This is an optimization exercise on Yosys and OpenROAD, whose aim is small area, a short achievable clock period and few clock cycles per item, not a production implementation.

Setup of the previous run:
// multdiv_fast
module multdiv_fast (
	input  logic                  clk_i,
	input  logic                  rst_ni,
	input  logic                  mult_en_i,
	input  logic                  div_en_i,
	input  logic [1:0]            op_i,
	input  logic [1:0]            signed_mode_i,
	input  logic [32-1:0]   op_a_i,
	input  logic [32-1:0]   op_b_i,
	output logic [32-1:0]   result_o,
	output logic                  valid_o
);
Size: about 110 I/O pins.
==> flow/config.mk <==
export PLATFORM = sky130hd
export DESIGN_NAME = multdiv_fast
export DESIGN_NICKNAME = multdiv_fast
export VERILOG_FILES = /design/flow/design.v
export SDC_FILE = /design/flow/constraint.sdc
export NUM_CORES = 4
export LEC_CHECK = 0
export CAP_MARGIN = 20
export CORE_MARGIN = 5
export CORE_UTILIZATION = 35
export PLACE_DENSITY = 0.55
export SLEW_MARGIN = 20
export SYNTH_HIERARCHICAL = 1
==> flow/constraint.sdc <==
create_clock -name core_clock -period 12.0 [get_ports {clk_i}]
set_input_delay 2.4000 -clock core_clock [delete_from_list [all_inputs] [get_ports {clk_i}]]
set_output_delay 2.4000 -clock core_clock [all_outputs]
set_load 0.01 [all_outputs]
standard.sh (not shown) runs the stock make flow with config.mk's settings and CLKGATE_MAP_FILE= SYNTH_SCRIPT=/design/flow/synth_recipe.tcl, a recipe that flattens the netlist after the stock synthesis.
==> flow/flow/run.sh <==
#!/bin/bash
# The standard layout (standard.sh), with one change: the port buffers
# that buffer_ports inserts are buf_4 cells rather than its default pick, a
# slow delay buffer. Each tool's output goes to standard.log here.
set -euo pipefail
cd "$(dirname "$0")/.."
export BUFFER_PORTS_ARGS="-buffer_cell sky130_fd_sc_hd__buf_4"
bash standard.sh > standard.log 2>&1
Setup changes, the previous run to the current run
diff --git a/flow/design.v b/flow/design.v
--- a/flow/design.v
+++ b/flow/design.v
@@ -1293,60 +1293,72 @@
 	assign sum_b[45] = s555;
 	assign sum_a[46] = c556;
 	assign sum_b[46] = s557;
 	assign sum_a[47] = c558;
 	assign sum_b[47] = s559;
 	assign sum_a[48] = c560;
 	assign sum_b[48] = s561;
 	assign sum_a[49] = c562;
 	assign sum_b[49] = s563;
 	assign sum_a[50] = c564;
 	assign sum_b[50] = s565;
-	logic [W-1:0] kg [7];
-	logic [W-1:0] kp [7];
-	always_comb begin
-		kg[0] = sum_a & sum_b;
-		kp[0] = sum_a ^ sum_b;
-		for (int l = 0; l < 6; l++) begin
-			for (int i = 0; i < W; i++) begin
-				if (i >= (1 << l)) begin
-					kg[l+1][i] = kg[l][i] | (kp[l][i] & kg[l][i - (1 << l)]);
-					kp[l+1][i] = kp[l][i] & kp[l][i - (1 << l)];
-				end else begin
-					kg[l+1][i] = kg[l][i];
-					kp[l+1][i] = kp[l][i];
-				end
-			end
-		end
-	end
-	assign mac_res = kp[0] ^ {kg[6][W-2:0], 1'b0};
+	md_add51 u_add (
+		.a_i (sum_a),
+		.b_i (sum_b),
+		.s_o (mac_res)
+	);
 	logic sel_p0l, sel_p0h, sel_p1l, sel_p1h;
 	assign sel_p0l = en_i & ~pass_q &  is_mull;
 	assign sel_p0h = en_i & ~pass_q & ~is_mull;
 	assign sel_p1l = en_i &  pass_q &  is_mull;
 	assign sel_p1h = en_i &  pass_q & ~is_mull;
 	assign result_o = ({32{sel_p0l}} & mac_res[31:0])
 		| ({32{sel_p0h}} & {{13{mac_res[W-1]}}, mac_res[W-1:32]})
 		| ({32{sel_p1l}} & {mac_res[13:0], acc_q[17:0]})
 		| ({32{sel_p1h}} & mac_res[45:14]);
 	assign valid_o = en_i & (fits_b | pass_q);
 	always_ff @(posedge clk_i or negedge rst_ni) begin
 		if (!rst_ni) begin
 			pass_q <= 1'b0;
 		end else if (en_i) begin
 			pass_q <= ~(fits_b | pass_q);
 		end
 	end
 	assign acc_d  = mac_res;
 	assign acc_we = en_i & ~pass_q;
 endmodule
+module md_add51 (
+	input  logic [50:0] a_i,
+	input  logic [50:0] b_i,
+	output logic [50:0] s_o
+);
+	localparam int W = 51;
+	logic [W-1:0] kg [7];
+	logic [W-1:0] kp [7];
+	always_comb begin
+		kg[0] = a_i & b_i;
+		kp[0] = a_i ^ b_i;
+		for (int l = 0; l < 6; l++) begin
+			for (int i = 0; i < W; i++) begin
+				if (i >= (1 << l)) begin
+					kg[l+1][i] = kg[l][i] | (kp[l][i] & kg[l][i - (1 << l)]);
+					kp[l+1][i] = kp[l][i] & kp[l][i - (1 << l)];
+				end else begin
+					kg[l+1][i] = kg[l][i];
+					kp[l+1][i] = kp[l][i];
+				end
+			end
+		end
+	end
+	assign s_o = kp[0] ^ {kg[6][W-2:0], 1'b0};
+endmodule
 `timescale 1ns/1ps
 module div_serial (
 	input  logic                  clk_i,
 	input  logic                  rst_ni,
 	input  logic                  en_i,
 	input  multdiv_pkg::md_req_t  req_i,
 	input  logic [63:0]           shr_q,     
 	output logic [63:0]           step_d,    
 	output logic [31:0]           init_d,    
 	output logic                  busy_o,
 	output logic [32-1:0]   result_o,
## What came out
Against the previous run, the current run reports a placement-stage worst setup slack that is lower. Summary of the current run over the previous run: total standard cell area after synthesis went up by 370 µm²; clock skew was more or less identical; number of placement rows went up by 1; proportion of cell area occupied by multi-input gates was more or less identical. Worst setup slack: the current run vs the previous run, no meaningful difference. Sort the current run and the previous run by detailed-route via count desc -> top: the previous run. met3 demand-to-capacity share in global routing in the current run is 2.7 points below the previous run. Summary of the comparison: share of final layout cell area taken by non-clock buffers is higher in the current run, relative to the previous run.
Function was not checked in any run of this note: the RTL went through the layout flow alone.

separate check: timing with driven ports:
In the flow no input, the clock included, has a driving cell. The finished layouts below were timed again as built, in two steps.
Step 1 (the two cells are an assumption about what drives the block):
set clk [get_ports {clk_i}]
set_driving_cell -lib_cell sky130_fd_sc_hd__clkbuf_16 $clk
set_driving_cell -lib_cell sky130_fd_sc_hd__buf_2 [delete_from_list [all_inputs] $clk]
Step 2 also shifts input and output timing later by t, the mid clock arrival at the registers, as if the neighbouring blocks saw the same clock.
Slacks: ideal / step 1 / step 2; pairs: ideal / step 1.
| run | t, ns | setup WS [ns] | hold WS [ns] | worst setup path after step 2 |
|---|---|---|---|---|
| the previous run | 0.447 | 0.217 / 0.161 / 0.232 | 0.615 / 0.615 / 0.615 | input to output |
| the current run | 0.436 | 0.217 / 0.153 / 0.153 | 0.623 / 0.623 / 0.623 | input to output |
After both steps setup and hold are still met in every run listed. The setup slack of the current run, which loses most, moves by -0.064 ns with the drivers and by -0.064 ns with both steps.
